This is an optimization exercise on Yosys and OpenROAD, whose aim is small area, a short achievable clock period and few clock cycles per item, not a production implementation. Where RTL was checked, it was by simulation tests only, not by an equivalence proof against the original. For runs 3 to 5, only the layout was checked, not whether the RTL still works. Power is estimated from default activity; no workload was simulated.

==> design/flow/design.v <==
package gbp_pkg;
	localparam logic [7:0] TERM_RESET = 8'd13;
	localparam logic [7:0] CH_SPACE = 8'h20;
	localparam logic [7:0] CH_MINUS = 8'h2D;
	localparam logic [7:0] CH_POINT = 8'h2E;
	localparam logic [7:0] CH_A = 8'h41;
	localparam logic [7:0] CH_F = 8'h46;
	localparam logic [7:0] CH_G = 8'h47;
	localparam logic [7:0] CH_L = 8'h4C;
	localparam logic [7:0] CH_M = 8'h4D;
	localparam logic [7:0] CH_N = 8'h4E;
	localparam logic [7:0] CH_U = 8'h55;
	localparam logic [7:0] CH_V = 8'h56;
	localparam logic [7:0] CH_W = 8'h57;
	typedef logic [3:0] kind_t;
	localparam kind_t K_NONE = 4'd0;
	localparam kind_t K_N    = 4'd1;
	localparam kind_t K_G    = 4'd2;
	localparam kind_t K_M    = 4'd3;
	localparam kind_t K_F    = 4'd4;
	localparam kind_t K_L    = 4'd5;
	localparam kind_t K_W    = 4'd6;
	localparam kind_t K_U    = 4'd7;
	localparam kind_t K_V    = 4'd8;
	localparam kind_t K_A    = 4'd9;
	function automatic kind_t kind_of(input logic [7:0] c);
		kind_t k;
		case (c)
			CH_N: k = K_N;
			CH_G: k = K_G;
			CH_M: k = K_M;
			CH_F: k = K_F;
			CH_L: k = K_L;
			CH_W: k = K_W;
			CH_U: k = K_U;
			CH_V: k = K_V;
			CH_A: k = K_A;
			default: k = K_NONE;
		endcase
		kind_of = k;
	endfunction
	typedef logic [3:0] cls_t;
	localparam cls_t C_OTHER = 4'd0;
	localparam cls_t C_DIGIT = 4'd10;
	localparam cls_t C_SPACE = 4'd11;
	localparam cls_t C_MINUS = 4'd12;
	localparam cls_t C_POINT = 4'd13;
	function automatic cls_t cls_of(input logic [7:0] c);
		cls_t k;
		k = kind_of(c);
		if ((c[7:4] == 4'h3) && (c[3:0] <= 4'd9)) k = C_DIGIT;
		else if (c == CH_SPACE) k = C_SPACE;
		else if (c == CH_MINUS) k = C_MINUS;
		else if (c == CH_POINT) k = C_POINT;
		cls_of = k;
	endfunction
endpackage
module gcode_block_parser_top #(
	parameter int AXIS_WORD_CHARS = 15,
	parameter int INT_WORD_DIGITS = 4
) (
	input  logic        clk,
	input  logic        arst_n,
	input  logic        cfg_we,
	input  logic [7:0]  cfg_wdata,
	input  logic        char_valid,
	input  logic [7:0]  char_in,
	output logic        char_ready,
	output logic        block_valid,
	input  logic        block_ready,
	output logic [13:0] block_number,
	output logic [1:0]  code_letter,
	output logic [6:0]  code_number,
	output logic [13:0] feed_value,
	output logic [13:0] repeat_count,
	output logic [31:0] x_milli,
	output logic [31:0] y_milli,
	output logic [31:0] z_milli,
	output logic [31:0] a_milli
);
	localparam int MAX_LIM = (AXIS_WORD_CHARS > INT_WORD_DIGITS) ? AXIS_WORD_CHARS
		: INT_WORD_DIGITS;
	localparam int CNT_W = $clog2(MAX_LIM + 1);
	localparam logic [CNT_W-1:0] LIM_AXIS = CNT_W'(AXIS_WORD_CHARS);
	localparam logic [CNT_W-1:0] LIM_INT = CNT_W'(INT_WORD_DIGITS);
	localparam logic [CNT_W-1:0] LIM_CODE = CNT_W'(2);
	localparam bit INT_SAT = (INT_WORD_DIGITS > 4);
	localparam int AW = 36;
	logic [7:0]       term_q;
	logic             cv_q;       
	gbp_pkg::cls_t    cls_q;      
	logic             ct_q;       
	logic [14:0]      wt_q;       
	logic             bv_q;       
	logic             first_q;    
	logic             cr_q;       
	logic             tk_q;       
	gbp_pkg::kind_t            kind_q;
	logic             pw_q;       
	logic [CNT_W-1:0] cnt_q;
	logic             neg_q, pt_q, st_q, en_q, ovf_q;
	logic [1:0]       fd_q;
	logic             mul10_q;    
	logic             frac_q;     
	logic [1:0]       wsel_q;     
	logic [AW-1:0]    acc_q;
	logic [13:0]      f_n, f_feed, f_rep;
	logic [1:0]       f_cl;
	logic [6:0]       f_cn;
	logic [31:0]      f_x, f_y, f_z, f_a;
	assign char_ready   = cr_q;
	assign block_valid  = bv_q;
	assign block_number = f_n;
	assign code_letter  = f_cl;
	assign code_number  = f_cn;
	assign feed_value   = f_feed;
	assign repeat_count = f_rep;
	assign x_milli      = f_x;
	assign y_milli      = f_y;
	assign z_milli      = f_z;
	assign a_milli      = f_a;
	function automatic logic [AW-1:0] add_sk(input logic [AW-1:0] a, input logic [AW-1:0] b,
		input logic kill);
		logic [AW-1:0] g, p, x;
		int j;
		x = a ^ b;
		g = a & b;
		p = x;
		for (int l = 0; (1 << l) < AW; l++) begin
			for (int i = 0; i < AW; i++) begin
				if (((i >> l) & 1) == 1) begin
					j = ((i >> l) << l) - 1;
					g[i] = g[i] | (p[i] & g[j]);
					p[i] = p[i] & p[j];
				end
			end
		end
		add_sk = (x & {AW{!kill}}) ^ ({g[AW-2:0], 1'b0} & {AW{!kill}});
	endfunction
	logic take, stall, proc;
	logic cv_d, ct_d;
	assign take  = char_valid && cr_q;
	assign stall = cv_q && bv_q && (!first_q || ct_q);
	assign proc  = cv_q && !stall;
	assign cv_d  = stall ? cv_q : take;
	assign ct_d  = stall ? ct_q : (char_in == term_q);
	gbp_pkg::kind_t kc;
	logic       digit, is_sp, is_minus, is_point, is_n, is_l, is_f;
	logic       k_int, k_nl, k_fl, k_axis, early;
	logic [CNT_W-1:0] limit, cnt_inc;
	assign kc       = (cls_q <= 4'd9) ? cls_q : gbp_pkg::K_NONE;    
	assign digit    = (cls_q == gbp_pkg::C_DIGIT);
	assign is_sp    = (cls_q == gbp_pkg::C_SPACE);
	assign is_minus = (cls_q == gbp_pkg::C_MINUS);
	assign is_point = (cls_q == gbp_pkg::C_POINT);
	assign is_n     = (cls_q == gbp_pkg::K_N);
	assign is_l     = (cls_q == gbp_pkg::K_L);
	assign is_f     = (cls_q == gbp_pkg::K_F);
	assign k_nl     = (kind_q == gbp_pkg::K_N) || (kind_q == gbp_pkg::K_G) || (kind_q == gbp_pkg::K_M);
	assign k_fl     = (kind_q == gbp_pkg::K_F) || (kind_q == gbp_pkg::K_L);
	assign k_int    = k_nl || k_fl;
	assign k_axis   = (kind_q == gbp_pkg::K_W) || (kind_q == gbp_pkg::K_U) || (kind_q == gbp_pkg::K_V) || (kind_q == gbp_pkg::K_A);
	assign cnt_inc  = cnt_q + CNT_W'(1);
	always_comb begin
		case (kind_q)
			gbp_pkg::K_F: early = is_sp || is_n || is_l;
			gbp_pkg::K_L: early = is_sp || is_n || is_f;
			gbp_pkg::K_W, gbp_pkg::K_U, gbp_pkg::K_V, gbp_pkg::K_A: early = is_sp || is_n;
			default: early = 1'b0;
		endcase
	end
	always_comb begin
		case (kind_q)
			gbp_pkg::K_G, gbp_pkg::K_M: limit = LIM_CODE;
			gbp_pkg::K_W, gbp_pkg::K_U, gbp_pkg::K_V, gbp_pkg::K_A: limit = LIM_AXIS;
			default: limit = LIM_INT;
		endcase
	end
	logic word_open, absorb, open_new, wr;
	assign word_open = (kind_q != gbp_pkg::K_NONE) && !pw_q;
	assign absorb    = proc && !ct_q && word_open && !early;
	assign open_new  = proc && !ct_q && !(word_open && !early);
	assign wr        = pw_q || (proc && (kind_q != gbp_pkg::K_NONE) && (ct_q || early));
	logic add;
	logic n_neg, n_pt, n_st, n_en;
	logic [1:0] n_fd;
	always_comb begin
		add = 1'b0;
		n_neg = neg_q;
		n_pt = pt_q;
		n_st = st_q;
		n_en = en_q;
		n_fd = fd_q;
		if (k_nl) begin
			if (!en_q && !(is_sp && !st_q)) begin
				if (digit) begin
					n_st = 1'b1;
					add = 1'b1;
				end else begin
					n_en = 1'b1;
				end
			end
		end else if (k_fl) begin
			add = digit;
		end else begin
			if (!en_q) begin
				if (is_minus) begin
					if (st_q) n_en = 1'b1;
					else begin
						n_st = 1'b1;
						n_neg = 1'b1;
					end
				end else if (is_point) begin
					if (pt_q) n_en = 1'b1;
					else begin
						n_pt = 1'b1;
						n_st = 1'b1;
					end
				end else if (digit) begin
					n_st = 1'b1;
					if (!pt_q) add = 1'b1;
					else if (fd_q != 2'd3) begin
						add = 1'b1;
						n_fd = fd_q + 2'd1;
					end
				end
			end
		end
	end
	logic       mul10;
	logic       o_axis;
	logic [1:0] n_wsel, wsel_d;
	logic       neg_d;
	assign mul10 = mul10_q;
	assign o_axis = (kc == gbp_pkg::K_W) || (kc == gbp_pkg::K_U) || (kc == gbp_pkg::K_V)
		|| (kc == gbp_pkg::K_A);
	assign n_wsel = !k_axis ? 2'd3 : (!n_pt ? 2'd0 : n_fd + 2'd1);
	assign wsel_d = absorb ? n_wsel : (open_new ? (o_axis ? 2'd0 : 2'd3) : wsel_q);
	assign neg_d  = absorb ? n_neg : (open_new ? 1'b0 : neg_q);
	logic [13:0] bw;
	always_comb begin
		bw = 14'd0;
		case ({wsel_d, char_in[3:0]})
			{2'd0, 4'd1}: bw = 14'd1000;
			{2'd0, 4'd2}: bw = 14'd2000;
			{2'd0, 4'd3}: bw = 14'd3000;
			{2'd0, 4'd4}: bw = 14'd4000;
			{2'd0, 4'd5}: bw = 14'd5000;
			{2'd0, 4'd6}: bw = 14'd6000;
			{2'd0, 4'd7}: bw = 14'd7000;
			{2'd0, 4'd8}: bw = 14'd8000;
			{2'd0, 4'd9}: bw = 14'd9000;
			{2'd1, 4'd1}: bw = 14'd100;
			{2'd1, 4'd2}: bw = 14'd200;
			{2'd1, 4'd3}: bw = 14'd300;
			{2'd1, 4'd4}: bw = 14'd400;
			{2'd1, 4'd5}: bw = 14'd500;
			{2'd1, 4'd6}: bw = 14'd600;
			{2'd1, 4'd7}: bw = 14'd700;
			{2'd1, 4'd8}: bw = 14'd800;
			{2'd1, 4'd9}: bw = 14'd900;
			{2'd2, 4'd1}: bw = 14'd10;
			{2'd2, 4'd2}: bw = 14'd20;
			{2'd2, 4'd3}: bw = 14'd30;
			{2'd2, 4'd4}: bw = 14'd40;
			{2'd2, 4'd5}: bw = 14'd50;
			{2'd2, 4'd6}: bw = 14'd60;
			{2'd2, 4'd7}: bw = 14'd70;
			{2'd2, 4'd8}: bw = 14'd80;
			{2'd2, 4'd9}: bw = 14'd90;
			{2'd3, 4'd0}: bw = 14'd0;
			{2'd3, 4'd1}: bw = 14'd1;
			{2'd3, 4'd2}: bw = 14'd2;
			{2'd3, 4'd3}: bw = 14'd3;
			{2'd3, 4'd4}: bw = 14'd4;
			{2'd3, 4'd5}: bw = 14'd5;
			{2'd3, 4'd6}: bw = 14'd6;
			{2'd3, 4'd7}: bw = 14'd7;
			{2'd3, 4'd8}: bw = 14'd8;
			{2'd3, 4'd9}: bw = 14'd9;
			default: bw = 14'd0;
		endcase
	end
	logic [AW-1:0] op1, op2, op3, csa_s, csa_c, acc_sum;
	logic          acc_oor;
	assign op1 = mul10 ? {acc_q[AW-4:0], 3'b000} : '0;
	assign op2 = !frac_q ? {acc_q[AW-2:0], 1'b0} : acc_q;
	assign op3 = {{(AW-15){wt_q[14]}}, wt_q};
	assign csa_s = op1 ^ op2 ^ op3;
	assign csa_c = (op1 & op2) | (op1 & op3) | (op2 & op3);
	assign acc_sum = add_sk(csa_s, {csa_c[AW-2:0], wt_q[14]}, !absorb);
	assign acc_oor  = (acc_q[AW-1:31] != '0) && (acc_q[AW-1:31] != '1);
	logic        sat;
	logic [31:0] axis_val;
	logic [13:0] int_val;
	assign sat      = ovf_q || acc_oor;
	assign axis_val = sat ? {neg_q, {31{!neg_q}}} : acc_q[31:0];
	assign int_val  = (INT_SAT && (sat || (acc_q[31:0] > 32'd16383))) ? 14'd16383 : acc_q[13:0];
	logic emit, bv_d, first_d;
	assign emit    = proc && ct_q;
	assign bv_d    = emit || (bv_q && !block_ready);
	assign first_d = emit;
	always_ff @(posedge clk or negedge arst_n) begin
		if (!arst_n) begin
			term_q <= gbp_pkg::TERM_RESET;
			cv_q <= 1'b0;
			bv_q <= 1'b0;
			cr_q <= 1'b1;
			tk_q <= 1'b1;
			kind_q <= gbp_pkg::K_NONE;
			pw_q <= 1'b0;
		end else begin
			if (cfg_we) term_q <= cfg_wdata;
			cv_q <= cv_d;
			bv_q <= bv_d;
			cr_q <= !(bv_d && (!first_d || (cv_d && ct_d)));
			tk_q <= bv_q && block_ready;
			if (absorb) begin
				pw_q <= (cnt_inc >= limit);
			end else if (open_new) begin
				kind_q <= kc;
				pw_q <= 1'b0;
			end else if (emit || pw_q) begin
				kind_q <= gbp_pkg::K_NONE;
				pw_q <= 1'b0;
			end
		end
	end
	always_ff @(posedge clk) begin
		if (!stall) begin
			cls_q <= gbp_pkg::cls_of(char_in);
			wt_q <= {neg_d, bw ^ {14{neg_d}}};
		end
		ct_q <= ct_d;
		first_q <= first_d;
		if (absorb) begin
			cnt_q <= cnt_inc;
			neg_q <= n_neg;
			pt_q <= n_pt;
			st_q <= n_st;
			en_q <= n_en;
			fd_q <= n_fd;
			mul10_q <= !(k_axis && n_pt);
			frac_q <= k_axis && n_pt;
			wsel_q <= wsel_d;
			if (add) begin
				ovf_q <= ovf_q || acc_oor;
			end
		end else if (open_new) begin
			cnt_q <= '0;
			neg_q <= 1'b0;
			pt_q <= 1'b0;
			st_q <= 1'b0;
			en_q <= 1'b0;
			fd_q <= 2'd0;
			mul10_q <= 1'b1;
			frac_q <= 1'b0;
			wsel_q <= wsel_d;
			ovf_q <= 1'b0;
		end
		if ((absorb && add) || open_new) acc_q <= acc_sum;
	end
	logic w_n, w_c, w_f, w_l, w_x, w_y, w_z, w_a;
	logic h_n, h_c, h_f, h_l, h_x, h_y, h_z, h_a;
	assign w_n = wr && (kind_q == gbp_pkg::K_N);
	assign w_c = wr && (kind_q == gbp_pkg::K_G || kind_q == gbp_pkg::K_M);
	assign w_f = wr && (kind_q == gbp_pkg::K_F);
	assign w_l = wr && (kind_q == gbp_pkg::K_L);
	assign w_x = wr && (kind_q == gbp_pkg::K_W);
	assign w_y = wr && (kind_q == gbp_pkg::K_U);
	assign w_z = wr && (kind_q == gbp_pkg::K_V);
	assign w_a = wr && (kind_q == gbp_pkg::K_A);
	assign h_n = !w_n && !tk_q;
	assign h_c = !w_c && !tk_q;
	assign h_f = !w_f && !tk_q;
	assign h_l = !w_l && !tk_q;
	assign h_x = !w_x && !tk_q;
	assign h_y = !w_y && !tk_q;
	assign h_z = !w_z && !tk_q;
	assign h_a = !w_a && !tk_q;
	logic [1:0] cl_val;
	assign cl_val = (kind_q == gbp_pkg::K_G) ? 2'd1 : 2'd2;
	always_ff @(posedge clk) begin
		f_n    <= ({14{w_n}} & int_val) | ({14{h_n}} & f_n);
		f_cl   <= ({2{w_c}} & cl_val) | ({2{h_c}} & f_cl);
		f_cn   <= ({7{w_c}} & int_val[6:0]) | ({7{h_c}} & f_cn);
		f_feed <= ({14{w_f}} & int_val) | ({14{h_f}} & f_feed);
		f_rep  <= ({14{w_l}} & int_val) | ({14{h_l}} & f_rep) | {13'd0, tk_q && !w_l};
		f_x    <= ({32{w_x}} & axis_val) | ({32{h_x}} & f_x);
		f_y    <= ({32{w_y}} & axis_val) | ({32{h_y}} & f_y);
		f_z    <= ({32{w_z}} & axis_val) | ({32{h_z}} & f_z);
		f_a    <= ({32{w_a}} & axis_val) | ({32{h_a}} & f_a);
	end
endmodule
==> design/flow/flow/run.sh <==
#!/bin/bash
set -euo pipefail
bash standard.sh "BUFFER_PORTS_ARGS=-buffer_cell sky130_fd_sc_hd__buf_1" finish > flow_make.log 2>&1
==> design/flow/standard.sh <==
#!/bin/bash
# synth_recipe.tcl (not shown) runs the flow's synth.tcl, then flattens the netlist and writes it again
# the make line also repeats each setting of config.mk as NAME=value (left out here)
make -C /OpenROAD-flow-scripts/flow DESIGN_CONFIG=/design/flow/config.mk WORK_HOME=/design/flow/orfs CLKGATE_MAP_FILE= SYNTH_SCRIPT=/design/flow/synth_recipe.tcl "${@:-finish}"
==> design/flow/config.mk <==
export PLATFORM = sky130hd
export DESIGN_NAME = gcode_block_parser_top
export DESIGN_NICKNAME = gcode_block_parser_top
export VERILOG_FILES = /design/flow/design.v
export SDC_FILE = /design/flow/constraint.sdc
export NUM_CORES = 4
export LEC_CHECK = 0
export ABC_AREA = 1
export CAP_MARGIN = 20
export CORE_MARGIN = 2
export CORE_UTILIZATION = 55
export CTS_BUF_LIST = sky130_fd_sc_hd__clkbuf_16
export CTS_CLUSTER_DIAMETER = 120
export CTS_CLUSTER_SIZE = 20
export SETUP_SLACK_MARGIN = 4.7
export SLEW_MARGIN = 20
==> design/flow/constraint.sdc <==
create_clock -name core_clock -period 8.0 [get_ports {clk}]
set_input_delay 1.6000 -clock core_clock [delete_from_list [all_inputs] [get_ports {clk}]]
set_output_delay 1.6000 -clock core_clock [all_outputs]
set_load 0.01 [all_outputs]
==> impl.org, run 1 <==
** Clocking
- Clock latency on the worst-skew pair, taken at its later pin, is 500 ps.
- In this run the clock root is driven by a sky130_fd_sc_hd__clkbuf_16.
- Counting every sink on the clock net gives 268.
- Hold repair after CTS inserted 0 buffers.
- The number of clock buffers added by TritonCTS is 17.
- After clock tree synthesis, the clock-pin slew on the worst setup and hold paths is 80 ps.
- TritonCTS built the clock tree.
- Max H-tree Level :: 1
- Number of buffers on the longest clock path :: 3

** Pwr
- In this run switching power makes up 34.76% of total power.
- The internal power of the cells totals 2.263 mW.
- In this run, the combinational gates consume 30.2% of the power.
- Leak :: 6.957 nW
- Portion of total power attributed to the clock network :: 24.2%
- In this run, flip-flops and latches consume 45.6% of the power.
- The worst-case IR drop observed on VDD is 0.1349 mV.
- Overall power of the completed layout :: 3.469 mW
- PwrDens :: 221.5 nW/um^2
- For this design the total switching power over the nets is 1.206 mW.

** STA
- Setup repair after global routing could not meet its margin everywhere.
- At the pin with the least slew margin, the transition time is 1086 ps.
- Final period util :: 39.59%
- Worst hold slack after final layout :: 487.9 ps
- After routing, the total negative slack on setup checks comes to 0 ps.
- Final critical delay including setup and external delays :: 3167 ps
- Between clock sinks in the finished design, the worst skew comes to 18.84 ps.
- The final number of hold-violating endpoints came to 0.
- In this run the tightest slew margin relative to its limit is 27.58%.
- Maximum frequency from static timing analysis :: 315.8 MHz
- The final number of max-transition violations came to 0.
- Count of endpoints failing setup in the final report :: 0

** Floorplanning
- The die covers 26220 sq um.
- DIE HEIGHT :: 161.9 um
- Core Box Area :: 24390 sq um
- Once the floorplan was initialized, standard cells occupied 56.24% of the core.
- Ports :: 202
- Horizontal die dimension :: 161.9 um
- In this run the core area contains 57 standard-cell rows.

** Logic synthesis
- Post-synth top flop :: sky130_fd_sc_hd__dfxtp_1
- Asr flop ratio synth :: 6.343%
- The synthesized design contains 69 enable-type register cells.
- Sequential-to-total area share from yosys stat :: 44.81%
- Averaged over all synthesized cells, the footprint is 7.889 sq um.
- Post-synthesis cell count :: 1739
- Counting every net in the synthesized netlist gives 1842.
- Synth Cell Area :: 13720 sq um
- Number of flip-flops and latches in the synthesized netlist :: 268
- Number of unique standard cell types used by synthesis :: 46
- Warnings from Yosys :: 1

** Placed design
- At the end of routability-driven placement, the weighted congestion stood at 0.8939.
- Total of buffers placed on input and output ports :: 201
- The HPWL after detailed placement is 25780 um.
- The placed instances occupy a cell area of 14670 sq um.

** Drt
- After detailed routing, the number of remaining DRC violations is 0.
- Once detail routing completed, the nets flagged for antenna violations numbered 0.
- Dividing the detail-routed via count by the number of cells gives 5.505.
- In this run, the number of DRC markers left after iteration 0 of detailed routing was 1146.
- Detailed routing inserted a total of 12270 vias.
- For this block, the routed nets add up to 36770 um of wire.
- Post-detailed-route wirelength per cell :: 16.51 um
- Length of the first detailed-routing pass in iterations :: 6

** GRT
- After global routing the overflow that remains totals 0.
- Entering global routing, the biggest net connects 109 pins.
- The number of global-route vias before repair came to 10880.
- The initial antenna violation count is 0.
- Wire length of the first global-routing pass :: 58460 um
- For this run, the total global-route usage over all layers was measured as 27.37%.

** Critical path
- Critical Path Start Type :: flip-flop
- Worst Reg2Reg Path Length in Cells :: 17
- Slack of the worst reg-to-reg path :: 4830 ps
- The startpoint identified for the worst register-to-register timing path is frac_q.
- Endpoint type of the worst setup path :: flip-flop
- STA puts the critical path data required time at 8260 ps.
- The endpoint identified for the worst register-to-register timing path is acc_q[18].
- Data arrival, critical path :: 3430 ps
- In this run the worst path has a maximum fanout of 18.
- Start-to-end type of the worst setup path :: reg -> reg
- In this run the worst setup path begins at frac_q.

** Cells and area
- Net count reported at finish :: 2002
- The repair_antennas step left the layout with diodes totalling 0.
- After routing the design area is 15660 sq um.
- Relative to the synthesized area, the layout overhead comes to 14.14%.
- Filler Cell Count :: 2266
- Layout cell share with drive strength beyond 1 :: 7.195%
- Most common cell after layout, fill and taps aside :: sky130_fd_sc_hd__nand2_1
- Most used cells in the layout excluding fill and tap cells :: sky130_fd_sc_hd__nand2_1, sky130_fd_sc_hd__o21ai_0, sky130_fd_sc_hd__nand3_1, sky130_fd_sc_hd__inv_1, sky130_fd_sc_hd__buf_1
- End-of-flow core utilization :: 64.19%

** Worst hold path
- Number of instances on the worst hold path :: 2
- The worst hold path terminates at f_a[13].
- The worst hold path belongs to the class reg -> reg.
- Worst Hold Launch :: f_a[13]

** Outcome
- Status :: complete, no violations

** Job
- Count of max-cap constraint violations :: 0
==> stage by stage <==
step | instances | worst slack [ps]
final | 2228 | 4833
after global routing | 2228 | 4617
after CTS | 2218 | 4692
after detailed placement | 2188 | 4070
after global placement | 2188 | 4172
after floorplan | 1739 | 4646
==> how the worst max path moves through the flow <==
stage,to,slack [ps],depth (start not counted)
global route,acc_q[33],4620,15
detailed placement,acc_q[35],4070,14
floorplan,acc_q[35],4650,15
CTS,acc_q[35],4690,18
global placement,acc_q[26],4170,15
finish,acc_q[18],4830,17
==> metal layers <==
metal,up-vias,track usage [%],routed length (um)
met2,442,40.93,15730
met3,39,3.754,2851
li1,6076,-,-
met1,5709,42.64,17680
met5,-,0,0
met4,0,5.068,507
==> sequential cells by signal, indices dropped and copies added (netlist names), 4 cells and up <==
name,flops
acc_q,36
cls_q,4
cnt_q,4
f_a,32
f_cn,7
f_feed,14
f_n,14
f_rep,14
f_x,32
f_y,32
f_z,32
kind_q,4
term_q,8
wt_q,15
==> critical path: stages (launching register included) <==
cell                        delay, ps
sky130_fd_sc_hd__edfxtp_1         390
sky130_fd_sc_hd__buf_4            170
sky130_fd_sc_hd__buf_6            120
sky130_fd_sc_hd__clkbuf_16        180
sky130_fd_sc_hd__nand2_1           60
sky130_fd_sc_hd__o21ai_1           80
sky130_fd_sc_hd__fa_1             390
sky130_fd_sc_hd__ha_1             360
sky130_fd_sc_hd__a21oi_1          260
sky130_fd_sc_hd__o21ai_1          130
sky130_fd_sc_hd__a21oi_4          240
sky130_fd_sc_hd__nand2_8          110
sky130_fd_sc_hd__nand2_1          100
sky130_fd_sc_hd__nand2_1           50
sky130_fd_sc_hd__nand2_1           80
sky130_fd_sc_hd__nand2_1           70
sky130_fd_sc_hd__nor2_1            90
sky130_fd_sc_hd__nor2_1            50
==> kinds of logic after synthesis <==
group / after synthesis / synth area share, %
fa+ha+maj: 82 / 9.230
xor+xnor: 11 / 0.7023
buf+inv: 326 / 9.148
compound gates: 376 / 14.24
mux: 4 / 0.3283
simple gates: 672 / 21.54
flops: 268 / 44.81
==> synthesized netlist by cell type, types with 12 or more instances <==
| cell type | n | area [sq um] |
|---|---|---|
| sky130_fd_sc_hd__buf_1 | 17 | 63.81 |
| sky130_fd_sc_hd__clkbuf_1 | 58 | 217.7 |
| sky130_fd_sc_hd__nor2_1 | 88 | 330.3 |
| sky130_fd_sc_hd__nand3_1 | 238 | 1191 |
| sky130_fd_sc_hd__nand2_1 | 299 | 1122 |
| sky130_fd_sc_hd__dfrtp_1 | 12 | 300.3 |
| sky130_fd_sc_hd__edfxtp_1 | 69 | 2072 |
| sky130_fd_sc_hd__ha_1 | 50 | 625.6 |
| sky130_fd_sc_hd__dfxtp_1 | 182 | 3643 |
| sky130_fd_sc_hd__inv_1 | 237 | 889.6 |
| sky130_fd_sc_hd__nor3_1 | 20 | 100.1 |
| sky130_fd_sc_hd__a21oi_1 | 52 | 260.3 |
| sky130_fd_sc_hd__fa_1 | 32 | 640.6 |
| sky130_fd_sc_hd__o21ai_0 | 294 | 1471 |
==> cell type report <==
cell class / instances / area, sq um / area share (%)
clock buffer: 17 / 425.4 / 2.717
clock inverter: 7 / 36.28 / 0.2317
inverter: 242 / 919.6 / 5.873
multi-input combinational: 1146 / 6698 / 42.78
sequential: 268 / 6147 / 39.26
tap: 324 / 405.4 / 2.589
timing repair buffer: 223 / 1021 / 6.521
timing repair inverter: 1 / 5.005 / 0.03196
==> what timing repair did <==
| item | 4_1_cts | 5_1_grt |
|---|---|---|
| gates cloned | 1 | 5 |
| gates resized for setup | 7 | 92 |
| pin swaps | 0 | 14 |
| setup endpoints to repair | 75 | 38 |
| setup buffers | 5 | 5 |
==> power groups by stage <==
stage          clock (mW)  sequential [mW]  combinational, mW
6_report            0.840             1.58               1.05
5_1_grt             0.907             1.60               1.19
4_1_cts             0.853             1.58              0.923
3_5_place_dp            0             1.61              0.910
3_3_place_gp            0             1.61              0.893
2_1_floorplan           0             1.62              0.653
Testbench counts, summed over its fixed seeds: cycles 82,158, chars 82,147.
==> run 2, diff against run 1 <==
--- a/design/flow/config.mk
+++ b/design/flow/config.mk
@@ -9,5 +9,5 @@
 export CAP_MARGIN = 20
 export CORE_MARGIN = 2
-export CORE_UTILIZATION = 55
+export CORE_UTILIZATION = 40
 export CTS_BUF_LIST = sky130_fd_sc_hd__clkbuf_16
 export CTS_CLUSTER_DIAMETER = 120
==> run 2 against run 1 <==
  * Synthesized cell count did not move
  * Fmax barely moved
  * Setup slack improved by 0.93 ps
  * Via count fell by 1.5%
  * Clock power rose by 2.6%
  * Final cell count rose by 5.7%
  * Global-route usage fell by 6.5 points
  * Still clean on timing, DRC and antenna
  * Largest power group unchanged
  * Combinational power barely moved
  * Routed wire length rose by 3.1%
  * Largest cell class unchanged
==> impl.org, run 2 <==
** Outcome
- Status :: complete, no violations

** Cells and area
- The register with the most flip-flops in the final layout is acc_q.
- Layout cell share with drive strength beyond 1 :: 6.813% (-0.38 points)
- The number of inserted filler cells in the final layout was 3402 (+50%).
- Final instance area :: 15780 sq um (+0.77%)
- The antenna diode count was 0 (unchanged).
- The count of nets after finishing came to 2003 (+0.050%).
- Final Instance Count excl. Fillers :: 2356 (+5.7%)
- The post-route core utilization is 46.93% (-17 points).
- The flip-flop count of the largest register after layout came to 36 (unchanged).
- Most used cells in the layout excluding fill and tap cells :: sky130_fd_sc_hd__nand2_1, sky130_fd_sc_hd__o21ai_0, sky130_fd_sc_hd__inv_1, sky130_fd_sc_hd__nand3_1, sky130_fd_sc_hd__buf_1
- Leaving out fill and tap cells, the most frequent cell in the layout is sky130_fd_sc_hd__nand2_1.
- Relative to the synthesized area, the layout overhead comes to 15.01%.

** Floorplanning
- Site Rows :: 67 (+18%)
- Initial Util :: 40.81% (-15 points)
- The die area came to 35790 sq um (+37%).
- DIE HEIGHT :: 189.2 um (+17%)
- Core Box Area :: 33620 sq um (+38%)
- Ports :: 202 (unchanged)
- Horizontal die dimension :: 189.2 um (+17%)

** Pwr
- The power consumption was 3.478 mW (+0.26%).
- Leak :: 6.965 nW (+0.12%)
- Max IR drop VDD :: 0.1362 mV (+0.96%)
- PwrDens :: 220.4 nW/um^2 (-0.50%)

** STA
- Max-slew violation count :: 0 (unchanged)
- RSZ-0062 raised after global routing :: true
- Final period util :: 39.57% (about the same)
- Final critical delay including setup and external delays :: 3166 ps (-0.9300 ps)
- Final worst setup slack :: 4834 ps (+0.9300 ps)
- Maximum frequency from static timing analysis :: 315.9 MHz (about the same)
- Worst-case headroom to the max-slew limit :: 32.83% (+5.3 points)
- Slew at the pin closest to its max-slew limit :: 1005 ps (-81.18 ps)
- Count of endpoints failing setup in the final report :: 0 (unchanged)
- The minimum hold slack is 491.9 ps (+3.977 ps).
- The setup skew after layout is 37.35 ps (+18.51 ps).
- The final sum of negative setup slack was 0 ps (unchanged).
- Final Hold Vio Count :: 0 (unchanged)

** GRT
- Initial antenna violation count :: 0 (unchanged)
- Global-route usage over all layers :: 20.89% (-6.5 points)
- The global-route wire length before repair was 60670 um (+3.8%).
- Overflow after GRT :: 0 (unchanged)
- Largest net degree at the start of global routing :: 93 (-15%)
- The number of global-route vias before repair came to 11260 (+3.6%).

** Logic synthesis
- Post-synth top cells :: sky130_fd_sc_hd__nand2_1, sky130_fd_sc_hd__o21ai_0, sky130_fd_sc_hd__nand3_1
- Post-synthesis cell count :: 1739 (unchanged)
- The post-synthesis sequential element count came to 268 (unchanged).
- The share of Yosys cell area claimed by the top area cell type came to 26.56% (unchanged).
- Sequential-to-total area share from yosys stat :: 44.81% (unchanged)
- For this run, the leading register cell type out of synthesis is sky130_fd_sc_hd__dfxtp_1.
- Cells taking the most area after synthesis :: sky130_fd_sc_hd__dfxtp_1, sky130_fd_sc_hd__edfxtp_1, sky130_fd_sc_hd__o21ai_0
- Asr flop ratio synth :: 6.343% (unchanged)
- The post-synthesis average cell area is 7.889 sq um (unchanged).
- The number of flops mapped to enable cells by yosys was 69 (unchanged).
- Synth Cell Area :: 13720 sq um (unchanged)
- sky130_fd_sc_hd__nand2_1 is the most common cell in the netlist.
- The synthesized netlist net count was 1842 (unchanged).
- Cell taking the most area after synthesis :: sky130_fd_sc_hd__dfxtp_1
- Warnings from Yosys :: 1 (unchanged)
- The number of different library cells in the post-synthesis netlist came to 46 (unchanged).

** Clocking
- CTS tree :: yes
- Latest clock arrival within the worst-skew pair :: 520 ps (+20 ps)
- Num CTS Buffers :: 17 (unchanged)
- Max H-tree Level :: 1 (unchanged)
- Sink count of the clock tree :: 268 (unchanged)
- The number of buffers on the longest clock path came to 3 (unchanged).
- The clock edge transition at the registers on the reported setup and hold paths is 90 ps (about the same).
- Root buffer selected by CTS :: sky130_fd_sc_hd__clkbuf_16
- The hold buffer count at cts came to 0 (unchanged).

** Drt
- The average wire per standard cell was 16.10 um (-2.5%).
- The final routed wirelength across all metal layers was 37920 um (+3.1%).
- Mean number of vias per cell :: 5.127 (-6.9%)
- The number of vias after detailed routing came to 12080 (-1.5%).
- Remaining DRCs :: 0 (unchanged)
- The number of optimization iterations in the first detailed-route pass is 5 (-1).
- The violation count after the first detailed-route iteration is 800 (-30%).
- Final ANT Viol Nets :: 0 (unchanged)

** Placed design
- Placed instance area :: 14840 sq um (+1.2%)
- Number of placed cells counting well taps :: 2314 (+5.8%)
- Total of buffers placed on input and output ports :: 201 (unchanged)
- The worst slack after detailed placement is 3997 ps (-72.82 ps).
- The detailed placement HPWL came to 26530 um (+2.9%).
- GPL Wtd Cong :: 0.8687 (-2.8%)

** Worst hold path
- The tightest min-delay check is of the reg -> reg type.

** Critical path
- STA classifies the critical path endpoint as a flip-flop.
- Data arrival, critical path :: 3410 ps (-20 ps)
- Data required time of the critical path :: 8250 ps (about the same)
- STA classifies the critical path startpoint as a flip-flop.
- Start-to-end type of the worst setup path :: reg -> reg
- The peak fanout along the critical path came to 10 (-8).

** Job
- The max capacitance violation total is 0 (unchanged).
-- run 2: cell count changes in the layout (fill, tap and decap cells not counted), sizes merged --
cell | before | now
buf | 219 | 224
inv | 244 | 248
clkinv | 3 | 2
clkbuf | 21 | 17
-- run 2: worst paths after layout --
| path | from | end | slack, ps | cells after the start |
|---|---|---|---|---|
| min | f_y[7] | f_y[7] | 490 | 2 |
| min in group asynchronous | arst_n | term_q[1] | 1210 | 1 |
| min reg2reg | f_y[7] | f_y[7] | 490 | 2 |
| max in group asynchronous | arst_n | cv_q | 6210 | 1 |
| max | frac_q | acc_q[21] | 4830 | 16 |
| max reg2reg | frac_q | acc_q[21] | 4830 | 16 |
-- run 2: area by class of cell --
type	count	area [sq um]	share of cell area [%]
multi-input cells	1146	6658	42.20
flip-flops and latches	268	6147	38.96
repair buffers	224	1007	6.384
inverters	242	919.6	5.829
well taps	448	560.5	3.553
clock buffers	17	425.4	2.696
clock inverters	10	55.05	0.3489
repair inverters	1	5.005	0.03172
-- run 2: worst max-delay path, cell delays in order, from the launching register on --
cell and delay (ps):
sky130_fd_sc_hd__edfxtp_1 480, sky130_fd_sc_hd__buf_12 180, sky130_fd_sc_hd__buf_12 130, sky130_fd_sc_hd__o21ai_1 190, sky130_fd_sc_hd__fa_1 440, sky130_fd_sc_hd__inv_1 70, sky130_fd_sc_hd__ha_2 300, sky130_fd_sc_hd__a21oi_2 170
sky130_fd_sc_hd__nand2_2 110, sky130_fd_sc_hd__a21oi_4 270, sky130_fd_sc_hd__nand2_8 110, sky130_fd_sc_hd__nand2_1 80, sky130_fd_sc_hd__nand2_1 80, sky130_fd_sc_hd__nand2_1 60, sky130_fd_sc_hd__nand2_1 60, sky130_fd_sc_hd__nor2_1 110
sky130_fd_sc_hd__nor2_1 50
-- run 2: report_power, final --
group	switching (mW)	internal [mW]	leakage, nW	total [mW]
Clock	0.470	0.392	0.264	0.862
Sequential	0.0716	1.51	2.40	1.58
Combinational	0.673	0.359	4.30	1.03
Total	1.21	2.26	6.97	3.48
-- run 2: kinds of logic (layout without fill, tap and decap cells) --
family	after synthesis	after routing	synth area share, %
AND/OR/NAND/NOR	672	673	21.54
adder cells (fa/ha/maj)	82	82	9.230
buffers and inverters	326	494	9.148
XOR/XNOR	11	11	0.7023
flip-flops	268	268	44.81
multiplexers	4	4	0.3283
AO/OA/AOI/OAI	376	376	14.24
-- run 2: what timing repair did --
item / CTS / global route
setup buffers: 9 / 2
gates resized for setup: 29 / 62
endpoints found under the setup margin: 27 / 37
cloned: 3 / 1
endpoints found under the hold margin: 0 / 0
pin swaps: 4 / 10
-- run 2: routing by layer --
layer | track usage, % | share of wire (%)
met4 | 5.980 | 2.5
met3 | 2.688 | 7.1
met5 | 0 | 0
met1 | 30.62 | 47
met2 | 32.21 | 43
==> run 3, diff against run 2 <==
--- a/design/flow/design.v
+++ b/design/flow/design.v
@@ -86,5 +86,5 @@
 	localparam logic [CNT_W-1:0] LIM_CODE = CNT_W'(2);
 	localparam bit INT_SAT = (INT_WORD_DIGITS > 4);
-	localparam int AW = 36;
+	localparam int AW = 33;
 	logic [7:0]       term_q;
 	logic             cv_q;       
@@ -290,5 +290,7 @@
 	assign csa_c = (op1 & op2) | (op1 & op3) | (op2 & op3);
 	assign acc_sum = add_sk(csa_s, {csa_c[AW-2:0], wt_q[14]}, !absorb);
-	assign acc_oor  = (acc_q[AW-1:31] != '0) && (acc_q[AW-1:31] != '1);
+	assign acc_oor  = (acc_q[AW-1] != acc_q[31]);
+	logic          acc_big;
+	assign acc_big  = !frac_q && (acc_q[30:28] != {3{acc_q[31]}});
 	logic        sat;
 	logic [31:0] axis_val;
@@ -345,5 +347,5 @@
 			wsel_q <= wsel_d;
 			if (add) begin
-				ovf_q <= ovf_q || acc_oor;
+				ovf_q <= ovf_q || acc_oor || acc_big;
 			end
 		end else if (open_new) begin
==> run 3 against run 2 <==
  * Still clean on timing, DRC and antenna
  * Critical path depth unchanged
  * Sequential share of layout area decreased by 0.35 points
  * First-iteration DRC count increased by 21%
  * Hold slack got worse by 10 ps
  * Final cell count decreased by 1.7%
  * Non-clock buffer count increased by 3
  * Core utilization decreased by 0.13 points
  * Setup slack improved by 7.5 ps
  * Sequential power about the same
  * Register-to-register slack about the same
  * Critical endpoint is now acc_q[29]
  * Largest cell class unchanged
==> impl.org, run 3 <==
** Outcome
- Status :: complete, no violations

** Critical path
- Walking the worst path, the cells encountered are buf_4 -> clkbuf_16 -> nand2_1 -> o21ai_0 -> fa_1 -> ha_1 -> a21o_1 -> a21oi_2 -> nor2_1 -> a211oi_4 -> buf_6 -> nand2_2 -> nand2_1 -> nand2_1 -> nand3_1 -> nand2_1.
- Slowest cell delay on critical path :: 440 ps (-40 ps)
- Family of cells with the greatest summed delay on the critical path :: adder cells
- The critical path data required time is 8260 ps (about the same).
- Largest driver fanout on the critical path :: 33 (+23)
- Buffer and inverter count on the worst path :: 3 (unchanged)
- Worst Reg2Reg Path Length in Cells :: 16 (unchanged)
- STA classifies the critical path endpoint as a flip-flop.
- The critical path depth in cells came to 16 (unchanged).
- Critical-path top delay cell :: sky130_fd_sc_hd__edfxtp_1
- By startpoint and endpoint, the worst setup path is classified as reg -> reg.
- Data arrival, critical path :: 3420 ps (about the same)
- Critical Path Start Type :: flip-flop
- Cell with the most instances on the worst path :: sky130_fd_sc_hd__nand2_1

** STA
- The setup skew after layout was 26.62 ps (-10.73 ps).
- Final setup TNS :: 0 ps (unchanged)
- Maximum frequency from static timing analysis :: 316.6 MHz (+0.24%)
- Max-slew violation count :: 0 (unchanged)
- Setup repair after global routing could not meet its margin everywhere.
- The shortest period the worst path allows came to 3158 ps (-7.470 ps).
- Slew at the pin closest to its max-slew limit :: 1051 ps (+45.99 ps)
- Count of endpoints failing setup in the final report :: 0 (unchanged)
- Worst-case headroom to the max-slew limit :: 29.76% (-3.1 points)
- The final number of hold-violating endpoints is 0 (unchanged).
- The post-route clock period utilization came to 39.48% (-0.093 points).

** Logic synthesis
- After synthesis, the cell types taking the most area are sky130_fd_sc_hd__dfxtp_1, sky130_fd_sc_hd__edfxtp_1, sky130_fd_sc_hd__o21ai_0.
- Sequential-to-total area share from yosys stat :: 44.41% (-0.40 points)
- The post-synthesis mux area share came to 0.6606% (+0.33 points).
- The synthesized-area fraction occupied by ao, oa, aoi and oai cells came to 13.36% (-0.88 points).
- Post-synthesis cell count :: 1692 (-2.7%)
- Post-synth top flop :: sky130_fd_sc_hd__dfxtp_1
- Most used standard cell by instance count after synthesis :: sky130_fd_sc_hd__o21ai_0
- The post-synthesis sequential element count came to 265 (-1.1%).
- Warnings from Yosys :: 1 (unchanged)
- The simple-gate share of the synthesized area is 22.79% (+1.2 points).
- sky130_fd_sc_hd__dfxtp_1 takes more of the synthesized area than any other cell.
- Number of unique standard cell types used by synthesis :: 53 (+15%)
- Asr flop ratio synth :: 6.415% (+0.072 points)
- The share of Yosys cell area claimed by the top area cell type was 26.72% (+0.16 points).
- Average instance area after synthesis :: 8.060 sq um (+2.2%)
- The synthesized netlist net count was 1789 (-2.9%).
- Counting instances in the post-synthesis netlist gives the leading cell types as sky130_fd_sc_hd__o21ai_0, sky130_fd_sc_hd__nand2_1, sky130_fd_sc_hd__nand3_1.
- By area, the combinational part of the netlist is dominated by simple AND/OR/NAND/NOR gates.
- Synth Cell Area :: 13640 sq um (-0.58%)
- Area share of xor/xnor cells in the synthesized design :: 1.092% (+0.39 points)
- Number of flops mapped to enable cells by yosys :: 66 (-4.3%)
- Post-synthesis adder-cell area fraction :: 8.569% (-0.66 points)

** GRT
- Wire length of the first global-routing pass :: 59680 um (-1.6%)
- The global-route usage over all layers is 20.44% (-0.45 points).
- Largest net degree at the start of global routing :: 100 (+7.5%)
- The initial antenna violation count is 0 (unchanged).
- The leftover overflow at the end of global routing came to 0 (unchanged).
- The number of global-route vias before repair is 11040 (-2.0%).

** Clocking
- TritonCTS built the clock tree.
- Hold buffer count at CTS :: 0 (unchanged)
- Sink count of the clock tree :: 265 (-1.1%)
- The insertion delay of the later-clocked pin in the worst-skew pair was 500 ps (-20 ps).
- The number of buffers on the longest clock path was 3 (unchanged).
- Root buffer selected by CTS :: sky130_fd_sc_hd__clkbuf_16
- Num CTS Buffers :: 17 (unchanged)
- Max H-tree Level :: 1 (unchanged)
- The clock edge transition at the registers on the reported setup and hold paths came to 90 ps (about the same).

** Drt
- The detailed-route vias per instance was 5.257 (+2.5%).
- The violation count after the first detailed-route iteration came to 969 (+21%).
- Number of vias in the routed layout :: 12170 (+0.75%)
- The number of remaining DRC errors is 0 (unchanged).
- The remaining number of nets flagged by the antenna check after routing was 0 (unchanged).
- Post-detailed-route wirelength per cell :: 17.37 um (+7.9%)
- The number of optimization iterations in the first detailed-route pass was 5 (unchanged).
- WL final :: 40210 um (+6.0%)

** Pwr
- The total leakage power was 6.886 nW (-1.1%).
- Overall power of the completed layout :: 3.498 mW (+0.57%)
- The maximum resistive drop on vdd came to 0.1177 mV (-14%).
- PwrDens :: 222.8 nW/um^2 (+1.1%)

** Cells and area
- acc_q holds more flip-flops than any other register.
- The top cell types in the final layout, fill and taps aside, are sky130_fd_sc_hd__nand2_1, sky130_fd_sc_hd__nand3_1, sky130_fd_sc_hd__o21ai_0, sky130_fd_sc_hd__inv_1, sky130_fd_sc_hd__buf_1.
- The flip-flop count of the largest register after layout is 33 (-8.3%).
- Relative area change from synthesis to final layout :: 15.08% (about the same)
- The count of nets after finishing is 1959 (-2.2%).
- Final Instance Count excl. Fillers :: 2315 (-1.7%)
- The share of layout cells above drive strength 1 is 7.766% (+0.95 points).
- Most common cell after layout, fill and taps aside :: sky130_fd_sc_hd__nand2_1
- N_diodes :: 0 (unchanged)

** Placed design
- Hpwl dp :: 26010 um (-2.0%)
- The total instance count after detailed placement was 2263 (-2.2%).
- Total of buffers placed on input and output ports :: 201 (unchanged)
- The global placement routability congestion came to 0.8747 (+0.69%).

** Floorplanning
- Core Box Area :: 33530 sq um (-0.25%)
- Ports :: 202 (unchanged)
- The die area was 35590 sq um (-0.57%).
- Site Rows :: 67 (unchanged)
- Initial Util :: 40.67% (-0.14 points)
- Horizontal die dimension :: 188.7 um (-0.29%)
- The y dimension of the die came to 188.7 um (-0.29%).

** Job
- Count of max-cap constraint violations :: 0 (unchanged)

** Worst hold path
- The min-delay analysis places its worst path in the category reg -> reg.
- The cell depth of the worst min-delay path is 2 (unchanged).
[run 3: cell types whose count changed after synthesis, moves of 11 or more]
| cell | delta |
|---|---|
| sky130_fd_sc_hd__nand3_1 | +17 |
| sky130_fd_sc_hd__o21ai_0 | -34 |
| sky130_fd_sc_hd__buf_2 | +16 |
| sky130_fd_sc_hd__inv_1 | -11 |
| sky130_fd_sc_hd__nand4_1 | +15 |
| sky130_fd_sc_hd__nand2_1 | -40 |
| sky130_fd_sc_hd__buf_1 | -14 |
[run 3: through the flow]
| step | area, sq um | hold slack [ps] | setup WS [ps] | util (%) |
|---|---|---|---|---|
| after floorplan | 13660 | 499.3 | 4711 | - |
| after global placement | 14650 | 464.9 | 4165 | 43.70 |
| after detailed placement | 14650 | 470.5 | 4034 | 43.70 |
| after CTS | 15210 | 483.8 | 4701 | 45.35 |
| after global routing | 15700 | 511.5 | 4652 | 46.81 |
| final | 15700 | 481.6 | 4842 | 46.81 |
[run 3: metal layers]
layer | routed length [um] | track usage, % | part of all wire [%] | vias to the layer above
met3 | 2607 | 2.421 | 6.5 | 40
met4 | 695 | 4.537 | 1.7 | 0
met1 | 18820 | 29.55 | 47 | 5738
met5 | 0 | 0 | 0 | -
met2 | 18090 | 32.79 | 45 | 392
li1 | - | - | - | 6000
[run 3: cell families after synthesis]
| family | after synthesis |
|---|---|
| and+or+nand+nor | 663 |
| AOI/OAI and AO/OA | 347 |
| xor gates and xnor gates | 17 |
| adders and majority gates | 76 |
| muxes | 8 |
| buffers and inverters | 316 |
| DFF | 265 |
[run 3: worst paths after layout]
check,startpoint,endpoint,slack [ps]
setup / recovery,frac_q,acc_q[29],4840
hold / removal,f_x[1],f_x[1],480
setup reg to reg,frac_q,acc_q[29],4840
hold reg to reg,f_x[1],f_x[1],480
max in group asynchronous,arst_n,tk_q,6560
min in group asynchronous,arst_n,term_q[1],960
[run 3: what timing repair did]
item | CTS | global route
cloned | 0 | 8
resized for setup | 9 | 67
setup endpoints to repair | 27 | 178
pin swaps | 1 | 11
setup buffers | 8 | 11
[run 3: where the power goes]
| group | total [mW] | internal (mW) | switching (mW) | leakage, nW |
|---|---|---|---|---|
| registers | 1.56 | 1.49 | 0.0729 | 2.37 |
| clock network | 0.855 | 0.390 | 0.465 | 0.249 |
| logic | 1.08 | 0.360 | 0.718 | 4.27 |
[run 3: area by class of cell]
type                            instances  area [sq um]
Fill cell                            3388         17840
Multi-Input combinational cell       1118          6689
Sequential cell                       265          6060
Timing Repair Buffer                  227          1015
Inverter                              233         907.1
Tap cell                              448         560.5
Clock buffer                           17         425.4
Clock inverter                          7         38.79
[run 3: tightest hold or removal path, stage by stage (launching register included)]
cell,delay (ps)
sky130_fd_sc_hd__dfxtp_1,320
sky130_fd_sc_hd__nand3_1,70
sky130_fd_sc_hd__o21ai_1,50
==> run 4, diff against run 3 <==
--- a/design/flow/config.mk
+++ b/design/flow/config.mk
@@ -6,5 +6,5 @@
 export NUM_CORES = 4
 export LEC_CHECK = 0
-export ABC_AREA = 1
+export ABC_AREA = 0
 export CAP_MARGIN = 20
 export CORE_MARGIN = 2
==> run 4 against run 3 <==
  * Still clean on timing, DRC and antenna
  * Register-to-register slack got worse by 680 ps
  * Routed wire length fell by 13%
  * Sequential cell count did not move
  * Fmax fell by 18%
  * Clock-buffer cell count did not move
  * Global-route usage fell by 1.2 points
  * Clock power rose by 0.7%
  * First-iteration DRC count fell by 28%
  * Synthesized area barely moved
  * Combinational power fell by 5%
  * Critical path type unchanged
==> impl.org, run 4 <==
** Critical path
- Slowest cell delay on critical path :: 530 ps (+90 ps)
- Endpoint of the lowest-slack register-to-register path :: acc_q[31]
- The critical path buffer and inverter count was 3 (unchanged).
- Data required time of the critical path :: 8270 ps (about the same)
- Slack of the worst reg-to-reg path :: 4160 ps (-680 ps)
- Data arrival, critical path :: 4110 ps (+690 ps)
- For this design, the slowest cell found on the critical path is sky130_fd_sc_hd__fa_1.
- The critical path goes through buf_6 -> buf_16 -> mux2i_2 -> fa_1 -> inv_2 -> ha_4 -> a21o_1 -> a21o_1 -> a221o_1 -> a211o_1 -> a221o_2 -> a211oi_4 -> o21ai_1 -> mux2i_1.
- The worst setup path is captured at a flip-flop.
- Family of cells with the greatest summed delay on the critical path :: compound AO/OA/AOI/OAI gates
- In this run the critical register-to-register path is launched from frac_q.
- Critical Path Start Type :: flip-flop
- Start-to-end type of the worst setup path :: reg -> reg
- Largest driver fanout on the critical path :: 7 (-79%)
- Worst Reg2Reg Path Length in Cells :: 14 (-2)
- Cell with the most instances on the worst path :: sky130_fd_sc_hd__a21o_1

** Worst hold path
- The cell depth of the worst min-delay path came to 2 (unchanged).
- Worst Hold Launch :: f_n[12]
- For hold timing, the worst endpoint is f_n[12].
- The worst hold path belongs to the class reg -> reg.

** Pwr
- Leak :: 6.093 nW (-12%)
- The ratio of total power to cell area came to 218.4 nW/um^2 (-2.0%).
- The maximum resistive drop on vdd was 0.1367 mV (+16%).

** Cells and area
- The area growth from synthesis to layout is 16.10%.
- Filler Cell Count :: 3214 (-5.1%)
- The number of non-filler instances in the completed layout was 2049 (-11%).
- Layout cell share with drive strength beyond 1 :: 9.432% (+1.7 points)
- The register with the most flip-flops in the final layout is acc_q.
- The design area is 15850 sq um (+0.98%).
- Most common cell after layout, fill and taps aside :: sky130_fd_sc_hd__o21ai_0
- The area taken by multi-input logic gates is 7148 sq um (+6.9%).
- Net count reported at finish :: 1690 (-14%)
- Number of flip-flops in the largest register :: 33 (unchanged)
- The combined flip-flop and latch cell area was 6063 sq um (about the same).
- In the layout the commonest cells are sky130_fd_sc_hd__o21ai_0, sky130_fd_sc_hd__buf_1, sky130_fd_sc_hd__dfxtp_1, sky130_fd_sc_hd__nand3b_1, sky130_fd_sc_hd__inv_1.
- N_diodes :: 0 (unchanged)

** Clocking
- Sink count of the clock tree :: 265 (unchanged)
- The number of buffers on the longest clock path came to 3 (unchanged).
- TritonCTS built the clock tree.
- The clock buffer count from CTS came to 17 (unchanged).
- Clock-pin slew on the worst setup and hold paths :: 100 ps (about the same)
- The insertion delay of the later-clocked pin in the worst-skew pair is 520 ps (+20 ps).
- The maximum level of the CTS H-tree was 1 (unchanged).
- In this run the clock root is driven by a sky130_fd_sc_hd__clkbuf_16.

** STA
- The headroom to the max-slew limit is 33.15% (+3.4 points).
- RSZ-0062 raised after global routing :: true
- Max Clock Skew :: 38.01 ps (+11.39 ps)
- The transition time at the pin with the least slew margin was 996.0 ps (-55.08 ps).
- Final period util :: 48.00% (+8.5 points)
- The shortest period the worst path allows was 3840 ps (+681.6 ps).
- The final number of hold-violating endpoints came to 0 (unchanged).
- Count of endpoints failing setup in the final report :: 0 (unchanged)
- The final number of max-transition violations was 0 (unchanged).
- The maximum operating frequency came to 260.4 MHz (-18%).
- The final sum of negative setup slack came to 0 ps (unchanged).

** Logic synthesis
- The cell count after synthesis was 1429 (-16%).
- Sequential-to-total area share from yosys stat :: 44.37% (about the same)
- Cells taking the most area after synthesis :: sky130_fd_sc_hd__dfxtp_1, sky130_fd_sc_hd__edfxtp_1, sky130_fd_sc_hd__nand3b_1
- The netlist area before placement is 13650 sq um (about the same).
- Number of flops mapped to enable cells by yosys :: 66 (unchanged)
- The number of different library cells in the post-synthesis netlist is 84 (+58%).
- Of all cell types, the one taking the most synthesized area is sky130_fd_sc_hd__dfxtp_1.
- Post-synth top flop :: sky130_fd_sc_hd__dfxtp_1
- Area share of the largest cell type after synthesis :: 26.69% (about the same)
- Most used standard cell by instance count after synthesis :: sky130_fd_sc_hd__o21ai_0
- The adder-cell share of the synthesized area was 8.561% (about the same).
- The simple-gate share of the synthesized area is 18.96% (-3.8 points).
- After synthesis, the most frequently instantiated cells are sky130_fd_sc_hd__o21ai_0, sky130_fd_sc_hd__dfxtp_1, sky130_fd_sc_hd__nand3b_1.
- The synthesized-area fraction occupied by ao, oa, aoi and oai cells came to 16.27% (+2.9 points).
- Average instance area after synthesis :: 9.553 sq um (+19%)
- Number of flip-flops and latches in the synthesized netlist :: 265 (unchanged)
- Dominant combinational cell family by area after synthesis :: simple AND/OR/NAND/NOR gates
- Multiplexer share of the synthesized area :: 2.878% (+2.2 points)
- Area share of xor/xnor cells in the synthesized design :: 3.336% (+2.2 points)
- The synthesized netlist net count is 1526 (-15%).
- The synthesis warning total was 1 (unchanged).
- The share of synthesized registers carrying an async set or reset came to 6.415% (unchanged).

** Drt
- The number of remaining DRC errors is 0 (unchanged).
- The final routed wirelength across all metal layers was 35110 um (-13%).
- The number of vias after detailed routing is 10900 (-10%).
- Length of the first detailed-routing pass in iterations :: 5 (unchanged)
- The remaining number of nets flagged by the antenna check after routing was 0 (unchanged).
- The violation count after the first detailed-route iteration came to 697 (-28%).
- The average wire per standard cell came to 17.14 um (-1.4%).
- Mean number of vias per cell :: 5.321 (+1.2%)

** Outcome
- Status :: complete, no violations

** Placed design
- GPL Wtd Cong :: 0.8287 (-5.3%)
- The cell area after placement came to 14730 sq um (+0.52%).
- The number of I/O port buffers is 201 (unchanged).
- The total instance count after detailed placement came to 1993 (-12%).
- The detailed placement HPWL was 24030 um (-7.6%).

** GRT
- The number of global-route vias before repair is 10440 (-5.4%).
- The global-route wire length before repair is 56240 um (-5.8%).
- The global-route usage over all layers was 19.25% (-1.2 points).
- Initial antenna violation count :: 0 (unchanged)
- The leftover overflow at the end of global routing came to 0 (unchanged).
- The maximum number of pins on one net before global-route repair is 129 (+29%).

** Floorplanning
- The horizontal extent of the die is 188.7 um (about the same).
- The die area was 35620 sq um (about the same).
- Core Box Area :: 33530 sq um (unchanged)
- The starting density of the core is 40.71% (about the same).
- The y dimension of the die was 188.7 um (about the same).
- The I/O pin count was 202 (unchanged).
- Site Rows :: 67 (unchanged)

** Job
- The max capacitance violation total was 0 (unchanged).
run 4: changes by cell type after synthesis, sizes merged, moves of 13 or more:
cell	previous run	this run
xor2	7	23
nor2b	0	13
o21ai	270	215
nand3	261	13
xnor2	10	29
clkbuf	55	79
a21oi	46	68
and2	0	14
mux2i	0	28
nand3b	6	180
nor2	86	63
inv	233	100
nand2	268	72
nand4	27	5
run 4: where the power goes:
part | internal, mW | switching (mW)
combinational | 0.418 | 0.616
clock | 0.394 | 0.467
sequential | 1.48 | 0.0835
run 4: worst max path at each step:
stage | slack (ps) | startpoint | endpoint | cells past startpoint
5_1_grt | 4010 | frac_q | acc_q[31] | 13
6_report | 4160 | frac_q | acc_q[31] | 14
3_5_place_dp | 3520 | wt_q[14] | acc_q[31] | 12
2_1_floorplan | 3970 | wt_q[14] | acc_q[31] | 13
3_3_place_gp | 3610 | wt_q[14] | acc_q[31] | 12
4_1_cts | 4180 | frac_q | acc_q[31] | 14
run 4: cells by family after synthesis:
logic type      Yosys count
flops                   265
xor+xnor                 52
mux                      38
fa+ha+maj                76
compound gates          379
buf+inv                 196
simple gates            423
run 4: per-stage QoR:
step | worst slack, ps | total power, mW | hold WS [ps] | utilization (%)
after floorplan | 3965 | 2.251 | 473.3 | -
after global routing | 4010 | 3.665 | 511.5 | 47.26
after CTS | 4180 | 3.429 | 483.0 | 46.60
after detailed placement | 3521 | 2.502 | 468.1 | 43.93
final | 4160 | 3.462 | 481.7 | 47.26
after global placement | 3605 | 2.486 | 460.9 | 43.93
run 4: worst reg2reg max path: stages, from the launching register on:
cell and delay (ps):
sky130_fd_sc_hd__edfxtp_1 420, sky130_fd_sc_hd__buf_6 170, sky130_fd_sc_hd__buf_16 150, sky130_fd_sc_hd__mux2i_2 150
sky130_fd_sc_hd__fa_1 530, sky130_fd_sc_hd__inv_2 50, sky130_fd_sc_hd__ha_4 210, sky130_fd_sc_hd__a21o_1 160
sky130_fd_sc_hd__a21o_1 170, sky130_fd_sc_hd__a221o_1 300, sky130_fd_sc_hd__a211o_1 310, sky130_fd_sc_hd__a221o_2 450
sky130_fd_sc_hd__a211oi_4 280, sky130_fd_sc_hd__o21ai_1 130, sky130_fd_sc_hd__mux2i_1 120
run 4: cell type report:
type,count,area share (%)
sequential,265,38.26
clock inverter,10,0.3474
tap,448,3.537
multi-input combinational,968,45.10
inverter,100,2.432
clock buffer,17,2.684
timing repair buffer,241,7.642
run 4: metal layers:
metal | track usage, % | wire length, um | part of all wire [%]
met5 | 0 | 0 | 0
met2 | 31.29 | 16190 | 46
met4 | 3.966 | 478 | 1.4
met3 | 2.235 | 1759 | 5.0
met1 | 27.63 | 16690 | 48
run 4: repair_timing:
item,4_1_cts,5_1_grt
gates resized for setup,43,30
gates cloned,4,1
setup buffers,18,6
hold buffers,0,0
pin swaps,9,11
hold endpoints to repair,0,0
endpoints found under the setup margin,38,42
==> run 5, diff against run 4 <==
--- a/design/flow/config.mk
+++ b/design/flow/config.mk
@@ -6,5 +6,5 @@
 export NUM_CORES = 4
 export LEC_CHECK = 0
-export ABC_AREA = 0
+export ABC_AREA = 1
 export CAP_MARGIN = 20
 export CORE_MARGIN = 2
@@ -13,4 +13,4 @@
 export CTS_CLUSTER_DIAMETER = 120
 export CTS_CLUSTER_SIZE = 20
-export SETUP_SLACK_MARGIN = 4.7
+export SETUP_SLACK_MARGIN = 4.85
 export SLEW_MARGIN = 20
==> run 5 against run 4 <==
  * Clock skew up 4.6 ps
  * Fmax up 19%
  * Critical path type unchanged
  * Still clean
  * Routed wire length up 21%
  * Sequential share of layout area down 1.4 points
  * Clock power up 1%
==> impl.org, run 5 <==
** Placed design
- The number of I/O port buffers came to 201 (unchanged).
- The cell area after placement was 14650 sq um (-0.57%).
- Number of placed cells counting well taps :: 2262 (+13%)
- Setup slack after placement :: 4054 ps (+532.9 ps)

** STA
- Slew at the pin closest to its max-slew limit :: 1062 ps (+65.81 ps)
- The count of endpoints failing setup in the final report came to 0 (unchanged).
- Max Clock Skew :: 42.60 ps (+4.589 ps)
- The final number of max-transition violations came to 0 (unchanged).
- The final number of hold-violating endpoints was 0 (unchanged).
- Maximum frequency from static timing analysis :: 309.9 MHz (+19%)

** Drt
- Post-detailed-route wirelength per cell :: 18.13 um (+5.8%)
- The violation count after the first detailed-route iteration was 1033 (+48%).
- The number of optimization iterations in the first detailed-route pass was 7 (+2).
- Final ANT Viol Nets :: 0 (unchanged)
- Remaining DRCs :: 0 (unchanged)

** Worst hold path
- The path class of the tightest hold or removal check is reg -> reg.

** Clocking
- TritonCTS built the clock tree.
- The maximum level of the CTS H-tree came to 1 (unchanged).
- Num CTS Buffers :: 17 (unchanged)
- The hold buffer count at cts was 0 (unchanged).
- Root buffer selected by CTS :: sky130_fd_sc_hd__clkbuf_16
- Number of buffers on the longest clock path :: 3 (unchanged)
- Clock-pin slew on the worst setup and hold paths :: 100 ps (about the same)
- Latest clock arrival within the worst-skew pair :: 530 ps (about the same)
- The total number of clock tree sinks is 265 (unchanged).

** Logic synthesis
- The cell count after synthesis came to 1692 (+18%).
- The post-synthesis average cell area came to 8.060 sq um (-16%).
- Synthesized netlist net count :: 1789 (+17%)
- sky130_fd_sc_hd__o21ai_0 is the most common cell in the netlist.
- Cells taking the most area after synthesis :: sky130_fd_sc_hd__dfxtp_1, sky130_fd_sc_hd__edfxtp_1, sky130_fd_sc_hd__o21ai_0
- The synthesis warning total is 1 (unchanged).
- Asr flop ratio synth :: 6.415% (unchanged)
- The number of flops mapped to enable cells by yosys is 66 (unchanged).
- Post-synth top cells :: sky130_fd_sc_hd__o21ai_0, sky130_fd_sc_hd__nand2_1, sky130_fd_sc_hd__nand3_1
- Synth Cell Area :: 13640 sq um (about the same)
- Area share of the largest cell type after synthesis :: 26.72% (about the same)
- The number of different library cells in the post-synthesis netlist was 53 (-37%).
- Post-synth top flop :: sky130_fd_sc_hd__dfxtp_1
- The largest total area in the synthesized netlist belongs to sky130_fd_sc_hd__dfxtp_1.

** GRT
- The maximum number of pins on one net before global-route repair was 97 (-25%).
- The global-route wire length before repair came to 61710 um (+9.7%).
- The leftover overflow at the end of global routing is 0 (unchanged).
- The number of global-route vias before repair was 11410 (+9.2%).
- The global-route usage over all layers came to 21.27% (+2.0 points).

** Critical path
- Among cell families on the critical path, the largest total delay comes from adder cells.
- The startpoint identified for the worst register-to-register timing path is frac_q.
- The most critical setup path has its endpoint at acc_q[22].
- The flop-to-flop setup slack is 4770 ps (+610 ps).
- Endpoint type of the worst setup path :: flip-flop
- The peak fanout along the critical path is 8 (+1).
- The peak per-stage delay on the critical path is 550 ps (+20 ps).
- The critical path arrival is 3500 ps (-610 ps).
- The cell count of the worst reg-to-reg path came to 19 (+5).
- For this design, the slowest cell found on the critical path is sky130_fd_sc_hd__fa_1.

** Pwr
- The ratio of total power to cell area is 226.5 nW/um^2 (+3.7%).
- Max IR drop VDD :: 0.1307 mV (-4.4%)
- Leak :: 7.154 nW (+17%)

** Cells and area
- Layout cell share with drive strength beyond 1 :: 12.91% (+3.5 points)
- N_diodes :: 0 (unchanged)
- The design area was 16430 sq um (+3.6%).
- Number of flip-flops in the largest register :: 33 (unchanged)
- Leaving out fill and tap cells, the most frequent cell in the layout is sky130_fd_sc_hd__nand3_1.
- Final Instance Count excl. Fillers :: 2338 (+14%)
- The number of inserted filler cells in the final layout is 3303 (+2.8%).

** Outcome
- Status :: complete, no violations

** Floorplanning
- The placeable core region came to 33530 sq um (unchanged).
- The y dimension of the die is 188.7 um (about the same).
- The I/O pin count is 202 (unchanged).
- Site Rows :: 67 (unchanged)
- The starting density of the core was 40.67% (about the same).

** Job
- Count of max-cap constraint violations :: 0 (unchanged)
==> run 5: changes by cell type after synthesis, moves of 14 or more <==
cell                       change
sky130_fd_sc_hd__xnor2_1      -19
sky130_fd_sc_hd__and2_1       -14
sky130_fd_sc_hd__nand3b_1    -177
sky130_fd_sc_hd__xor2_1       -16
sky130_fd_sc_hd__nand4_1      +20
sky130_fd_sc_hd__clkbuf_1     -24
sky130_fd_sc_hd__mux2i_1      -28
sky130_fd_sc_hd__nand2_1     +187
sky130_fd_sc_hd__nor2_1       +17
sky130_fd_sc_hd__o21ai_0      +49
sky130_fd_sc_hd__inv_1       +128
sky130_fd_sc_hd__nand3_1     +242
sky130_fd_sc_hd__a21oi_1      -23
==> run 5: area by class of cell <==
cell class / instances / area, sq um / area share (%)
multi-input cells: 1121 / 7162 / 43.60
well taps: 448 / 560.5 / 3.413
inverters: 233 / 909.6 / 5.538
clock buffers: 17 / 425.4 / 2.590
repair buffers: 246 / 1259 / 7.663
flip-flops and latches: 265 / 6062 / 36.91
clock inverters: 8 / 47.55 / 0.2895
==> run 5: worst min-delay path by stage <==
stage / start / endpoint / cells after the start
finish: f_x[23] / f_x[23] / 2
global placement: f_z[18] / f_z[18] / 2
global route: f_a[1] / f_a[1] / 2
floorplan: f_x[29] / f_x[29] / 2
CTS: f_x[1] / f_x[1] / 2
detailed placement: f_x[9] / f_x[9] / 2
==> run 5: layer usage <==
metal	up-vias	global-route usage, %	wire (um)
li1	6046	-	-
met5	-	0	0
met3	71	2.812	2830
met1	5906	30.64	19370
met4	0	6.851	1291
met2	464	33.03	18910
==> run 5: timing repair <==
action,in CTS,in global routing
resized for setup,76,119
buffers inserted,19,17
setup endpoints to repair,64,167
cloned,6,8
pin swaps,12,38
==> run 5: cell families (layout without fill, tap and decap cells) <==
| logic type | after synthesis | count (layout) | synth area share (%) |
|---|---|---|---|
| multiplexers | 8 | 8 | 0.6606 |
| adder cells (fa/ha/maj) | 76 | 76 | 8.569 |
| XOR/XNOR | 17 | 17 | 1.092 |
| AO/OA/AOI/OAI | 347 | 347 | 13.36 |
| AND/OR/NAND/NOR | 663 | 673 | 22.79 |
| buffers and inverters | 316 | 504 | 9.119 |
| flip-flops | 265 | 265 | 44.41 |
==> run 5: through the flow <==
stage / hold WS, ps / utilization (%)
final: 489.8 / 48.99
after detailed placement: 471.6 / 43.68
after global placement: 465.6 / 43.68
after global routing: 510.4 / 48.99
after CTS: 487.1 / 46.73
after floorplan: 499.3 / -
==> run 5: power by group <==
part,switching [mW],internal (mW)
combinational,0.823,0.460
sequential,0.0757,1.49
clock,0.477,0.393
==> run 5: worst reg2reg max path: stages, from the launching register on <==
cell	delay, ps
sky130_fd_sc_hd__edfxtp_1	450
sky130_fd_sc_hd__buf_6	160
sky130_fd_sc_hd__buf_12	120
sky130_fd_sc_hd__buf_16	140
sky130_fd_sc_hd__nand2_4	70
sky130_fd_sc_hd__o21ai_4	60
sky130_fd_sc_hd__fa_1	550
sky130_fd_sc_hd__inv_2	50
sky130_fd_sc_hd__ha_4	250
sky130_fd_sc_hd__inv_4	60
sky130_fd_sc_hd__nor2_4	40
sky130_fd_sc_hd__nand2_2	70
sky130_fd_sc_hd__inv_2	60
sky130_fd_sc_hd__a211oi_4	300
sky130_fd_sc_hd__buf_6	200
sky130_fd_sc_hd__nand2_8	100
sky130_fd_sc_hd__nand2_4	100
sky130_fd_sc_hd__nand2_2	50
sky130_fd_sc_hd__nand3_2	70
sky130_fd_sc_hd__nand2_1	70

static timing again, ports no longer ideal:
In the flow no input, the clock included, has a driving cell. The finished layouts below were timed again as built, in two steps.
Step 1, drivers: a clkbuf_16 drives clk and a buf_2 each remaining input, both assumed.
Step 2 times the ports against the registers' clock, not the clock port: input delays grow and output delays shrink by t, the midpoint of the rising clock arrivals with the driver on.
a / b / c = no drivers / after step 1 / after step 2; a / b = the first two.
| run | shift t [ns] | setup WS [ns] |
|---|---|---|
| run 1 | 0.546 | 4.833 / 4.833 / 4.508 |
| run 2 | 0.553 | 4.834 / 4.834 / 4.485 |
| run 3 | 0.541 | 4.842 / 4.842 / 4.354 |
| run 4 | 0.548 | 4.160 / 4.160 / 4.160 |
| run 5 | 0.561 | 4.773 / 4.773 / 4.488 |
After both steps setup and hold are still met in every run listed.
